Background: an optimization exercise with open tools, aiming at small area, a short achievable clock period and few clock cycles. Do not read the settings as production practice. RTL that was checked went through simulation tests only; none was proved equivalent to the original.

==> flow/design.v (excerpt) <==
module piecewise_linear_pixel_map_top (
	input  logic             clk,
	input  logic             arst_n,
	input  logic             s_tvalid,
	output logic             s_tready,
	input  logic [7:0]       s_tdata,     
	output logic             m_tvalid,
	input  logic             m_tready,
	output logic [7:0]       m_tdata,     
	input  logic             cfg_we,
	input  logic [IDX_W-1:0] cfg_addr,
	input  logic [PT_W-1:0]  cfg_wdata
);
==> module plpm_datapath, before the edit <==
module plpm_datapath #(
	parameter int LAT = 6
) (
	input  logic                        clk,
	input  logic                        arst_n,
	input  logic                        in_vld,
	input  logic [PIX_W-1:0]            in_pix,
	input  logic                        pw_we,
	input  logic [IDX_W-1:0]            pw_addr,
	input  logic [PT_W-1:0]             pw_data,
	input  logic [6:1]                  nv,
	input  logic [5:0][PIX_W-1:0]       ppos,
	input  logic [5:0][PIX_W-1:0]       plev,
	output logic                        out_vld,
	output logic [PIX_W-1:0]            out_pix
);
	logic [LAT:1] v_q;
	always_ff @(posedge clk or negedge arst_n) begin
		if (!arst_n) begin
			v_q <= '0;
		end else begin
			v_q <= {v_q[LAT-1:1], in_vld};
		end
	end
	assign out_vld = v_q[LAT];
	logic [6:0] sel1;
	plpm_pick u_pick (.a(in_pix), .pw_we(pw_we), .pw_addr(pw_addr), .pw_data(pw_data),
		.nv(nv), .ppos(ppos), .sel(sel1));
	logic [PIX_W-1:0] a2_q;
	logic [6:0]       sel2_q;
	always_ff @(posedge clk) begin
		a2_q   <= in_pix;
		sel2_q <= sel1;
	end
	logic [PIX_W-1:0] b2, bl2, e2, el2;
	plpm_ends u_ends (.sel(sel2_q), .nv(nv), .ppos(ppos), .plev(plev),
		.b(b2), .bl(bl2), .e(e2), .el(el2));
	logic [PIX_W-1:0] t2, d2, m2, base2;
	plpm_seg u_seg (.a(a2_q), .b(b2), .bl(bl2), .e(e2), .el(el2),
		.t(t2), .d(d2), .m(m2), .base(base2));
	logic [PIX_W-1:0] t3_q, m3_q, d3_q, base3_q;
	always_ff @(posedge clk) begin
		t3_q    <= t2;
		m3_q    <= m2;
		d3_q    <= d2;
		base3_q <= base2;
	end
	logic [2*PIX_W-1:0] ys3, yc3;
	plpm_csa u_csa (.t(t3_q), .m(m3_q), .h(d3_q[PIX_W-1:1]), .s(ys3), .c(yc3));
	logic [2*PIX_W-1:0] ys4_q, yc4_q;    
	logic [6:0]         lo4_q;           
	logic [PIX_W-1:0]   d4_q, base4_q;
	logic [PIX_W+1:0]   dt4_q;
	always_ff @(posedge clk) begin
		ys4_q   <= ys3;
		yc4_q   <= yc3;
		lo4_q   <= {1'b0, ys3[5:0]} + {1'b0, yc3[5:0]};
		d4_q    <= d3_q;
		dt4_q   <= {2'b0, d3_q} + {1'b0, d3_q, 1'b0};
		base4_q <= base3_q;
	end
	logic [PIX_W-1:0] r_q  [6:8];
	logic [PIX_W-1:0] w_q  [6:8];
	logic [PIX_W-1:0] dv_q [6:8];
	logic [PIX_W+1:0] dt_q [6:8];
	logic [PIX_W-1:0] bs_q [6:8];
	logic [PIX_W-1:0] r_in  [6:7];
	logic [PIX_W-1:0] w_in  [6:7];
	logic [PIX_W-1:0] dv_in [6:7];
	logic [PIX_W+1:0] dt_in [6:7];
	logic [PIX_W-1:0] bs_in [6:7];
	always_comb begin
		for (int s = 6; s <= 7; s++) begin
			r_in[s]  = r_q[s];
			w_in[s]  = w_q[s];
			dv_in[s] = dv_q[s];
			dt_in[s] = dt_q[s];
			bs_in[s] = bs_q[s];
		end
	end
	begin : g_div0
		logic [PIX_W-1:0] rn;
		logic [1:0]       q;
		logic [6:0]       lo;
		assign lo = lo4_q;
		plpm_div4cs u_d (.zs(ys4_q[15:6]), .zc(yc4_q[15:6]), .cin(lo[6]), .d(d4_q), .d3(dt4_q),
			.q(q), .rn(rn));
		always_ff @(posedge clk) begin
			r_q[6]  <= rn;
			w_q[6]  <= {lo[5:0], q};
			dv_q[6] <= d4_q;
			dt_q[6] <= dt4_q;
			bs_q[6] <= base4_q;
		end
	end
	for (genvar s = 6; s <= 7; s++) begin : g_div
		logic [PIX_W-1:0] rn;
		logic [1:0]       q;
		plpm_div4 u_d (.r(r_in[s]), .bits(w_in[s][7:6]), .d(dv_in[s]), .d3(dt_in[s]), .q(q), .rn(rn));
		always_ff @(posedge clk) begin
			r_q[s+1]  <= rn;
			w_q[s+1]  <= {w_in[s][5:0], q};
			dv_q[s+1] <= dv_in[s];
			dt_q[s+1] <= dt_in[s];
			bs_q[s+1] <= bs_in[s];
		end
	end
	logic [PIX_W-1:0] hi8;
	logic [1:0]       q8;
	logic [PIX_W-1:0] sum8 [4];
	plpm_div4q u_dq (.r(r_q[8]), .bits(w_q[8][7:6]), .d(dv_q[8]), .d3(dt_q[8]), .q(q8));
	always_comb begin
		hi8 = bs_q[8] + {w_q[8][5:0], 2'b00};
		for (int k = 0; k < 4; k++) sum8[k] = hi8 + PIX_W'(k);
	end
	assign out_pix = sum8[q8];
endmodule
==> module plpm_ends, before the edit <==
module plpm_ends (
	input  logic [6:0]                  sel,
	input  logic [6:1]                  nv,
	input  logic [5:0][PIX_W-1:0]       ppos,
	input  logic [5:0][PIX_W-1:0]       plev,
	output logic [PIX_W-1:0]            b,
	output logic [PIX_W-1:0]            bl,
	output logic [PIX_W-1:0]            e,
	output logic [PIX_W-1:0]            el
);
	logic sel_end;
	always_comb begin
		sel_end = sel[6];
		for (int k = 0; k < 6; k++) sel_end = sel_end || (sel[k] && !nv[k+1]);
		b  = '0;
		bl = {7'd0, sel[0]};
		e  = {PIX_W{sel_end}};
		el = {{(PIX_W-1){sel_end}}, 1'b0};
		for (int k = 1; k <= 6; k++) begin
			b  = b  | (ppos[k-1] & {PIX_W{sel[k]}});
			bl = bl | (plev[k-1] & {PIX_W{sel[k]}});
		end
		for (int k = 0; k < 6; k++) begin
			e  = e  | (ppos[k] & {PIX_W{sel[k] && nv[k+1]}});
			el = el | (plev[k] & {PIX_W{sel[k] && nv[k+1]}});
		end
	end
endmodule
==> module plpm_seg, before the edit <==
module plpm_seg (
	input  logic [PIX_W-1:0] a,
	input  logic [PIX_W-1:0] b,
	input  logic [PIX_W-1:0] bl,
	input  logic [PIX_W-1:0] e,
	input  logic [PIX_W-1:0] el,
	output logic [PIX_W-1:0] t,
	output logic [PIX_W-1:0] d,
	output logic [PIX_W-1:0] m,
	output logic [PIX_W-1:0] base
);
	logic zero, neg;
	logic [PIX_W:0] dl;
	always_comb begin
		zero = (e == b);
		d    = (e - b) | {7'd0, zero};
		dl   = {1'b0, el} - {1'b0, bl};
		neg  = dl[PIX_W];
		m    = neg ? bl - el : dl[PIX_W-1:0];
		t    = neg ? e - a : a - b;
		base = (neg || zero) ? el : bl;
	end
endmodule
Settings: LEC_CHECK=0, CAP_MARGIN=20, CORE_MARGIN=2, CORE_UTILIZATION=55, CTS_CLUSTER_DIAMETER=100, CTS_CLUSTER_SIZE=20, SETUP_SLACK_MARGIN=4.9, SLEW_MARGIN=20; clock period 8.5 ns.
run.sh (not shown) runs the stock make flow with config.mk's settings and CLKGATE_MAP_FILE= SYNTH_SCRIPT=/design/flow/synth_recipe.tcl, a recipe that flattens the netlist after the stock synthesis.
Testbench counts at the start, summed over its fixed seeds: cycles 131,352.
Edit:
--- a/flow/design.v
+++ b/flow/design.v
@@ -107,14 +107,15 @@
 	always_ff @(posedge clk) begin
 		a2_q   <= in_pix;
 		sel2_q <= sel1;
 	end
 	logic [PIX_W-1:0] b2, bl2, e2, el2;
+	logic             neg2;
 	plpm_ends u_ends (.sel(sel2_q), .nv(nv), .ppos(ppos), .plev(plev),
-		.b(b2), .bl(bl2), .e(e2), .el(el2));
+		.b(b2), .bl(bl2), .e(e2), .el(el2), .neg(neg2));
 	logic [PIX_W-1:0] t2, d2, m2, base2;
-	plpm_seg u_seg (.a(a2_q), .b(b2), .bl(bl2), .e(e2), .el(el2),
+	plpm_seg u_seg (.a(a2_q), .b(b2), .bl(bl2), .e(e2), .el(el2), .neg(neg2),
 		.t(t2), .d(d2), .m(m2), .base(base2));
 	logic [PIX_W-1:0] t3_q, m3_q, d3_q, base3_q;
 	always_ff @(posedge clk) begin
 		t3_q    <= t2;
 		m3_q    <= m2;
@@ -234,14 +235,20 @@
 	input  logic [5:0][PIX_W-1:0]       ppos,
 	input  logic [5:0][PIX_W-1:0]       plev,
 	output logic [PIX_W-1:0]            b,
 	output logic [PIX_W-1:0]            bl,
 	output logic [PIX_W-1:0]            e,
-	output logic [PIX_W-1:0]            el
+	output logic [PIX_W-1:0]            el,
+	output logic                        neg
 );
-	logic sel_end;
+	logic       sel_end;
+	logic [6:0] fall;    
 	always_comb begin
+		fall[0] = nv[1] && (plev[0] < START_LEVEL);
+		for (int k = 1; k < 6; k++) fall[k] = nv[k+1] ? (plev[k] < plev[k-1]) : (END_LEVEL < plev[k-1]);
+		fall[6] = (END_LEVEL < plev[5]);
+		neg = |(fall & sel);
 		sel_end = sel[6];
 		for (int k = 0; k < 6; k++) sel_end = sel_end || (sel[k] && !nv[k+1]);
 		b  = '0;
 		bl = {7'd0, sel[0]};
 		e  = {PIX_W{sel_end}};
@@ -260,24 +267,22 @@
 	input  logic [PIX_W-1:0] a,
 	input  logic [PIX_W-1:0] b,
 	input  logic [PIX_W-1:0] bl,
 	input  logic [PIX_W-1:0] e,
 	input  logic [PIX_W-1:0] el,
+	input  logic             neg,
 	output logic [PIX_W-1:0] t,
 	output logic [PIX_W-1:0] d,
 	output logic [PIX_W-1:0] m,
 	output logic [PIX_W-1:0] base
 );
-	logic zero, neg;
-	logic [PIX_W:0] dl;
+	logic zero;
 	always_comb begin
 		zero = (e == b);
 		d    = (e - b) | {7'd0, zero};
-		dl   = {1'b0, el} - {1'b0, bl};
-		neg  = dl[PIX_W];
-		m    = neg ? bl - el : dl[PIX_W-1:0];
-		t    = neg ? e - a : a - b;
+		m    = (neg ? bl : el) - (neg ? el : bl);
+		t    = (neg ? e : a) - (neg ? a : b);
 		base = (neg || zero) ? el : bl;
 	end
 endmodule
 module plpm_csa (
 	input  logic [PIX_W-1:0]   t,
The new run finished with timing, DRC and antenna clean; clock-buffer cell count is higher by 1; cell area came out higher by 5.3%; final cell count climbs by 4.9%; wire length climbs by 7.7%; first-iteration DRC count goes down by 2.6%; utilization rose by 1.4 points; critical path depth went up by 7; global-route usage came out higher by 1.3 points; worst hold slack gets worse by 9.3 ps; via count grows by about 5.5%; sequential share of layout area falls by 2.0 points.
Function not checked in the second run of this note: the RTL went through the layout flow alone.

## separate check: timing with driven ports
The results above use ideal ports. As a check the final layouts listed here were re-extracted and re-timed, cells and wires unchanged.
Step 1 assumes that a clkbuf_16 drives the clock port and a buf_2 every other input.
Step 2 adds t to the input delays and takes it off the output delays; t is the mean of the earliest and latest rising clock arrival at the registers after step 1. Input paths then give back, and output paths get back, about the clock's delay inside the block.
Three values: ideal, step 1, step 2; two values: the first two.
run	t (ns)	slack for setup (ns)	hold WS [ns]	worst register clock-pin slew, ns
the first run	0.629	4.856 / 4.856 / 4.440	0.323 / 0.323 / 0.323	0.09 / 0.09
the second run	0.620	4.649 / 4.649 / 4.463	0.314 / 0.314 / 0.314	0.10 / 0.10
After both steps setup and hold are still met in every run listed. For the first run, which loses most, drivers alone change the setup slack by 0.000 ns; drivers and shift together by -0.416 ns.
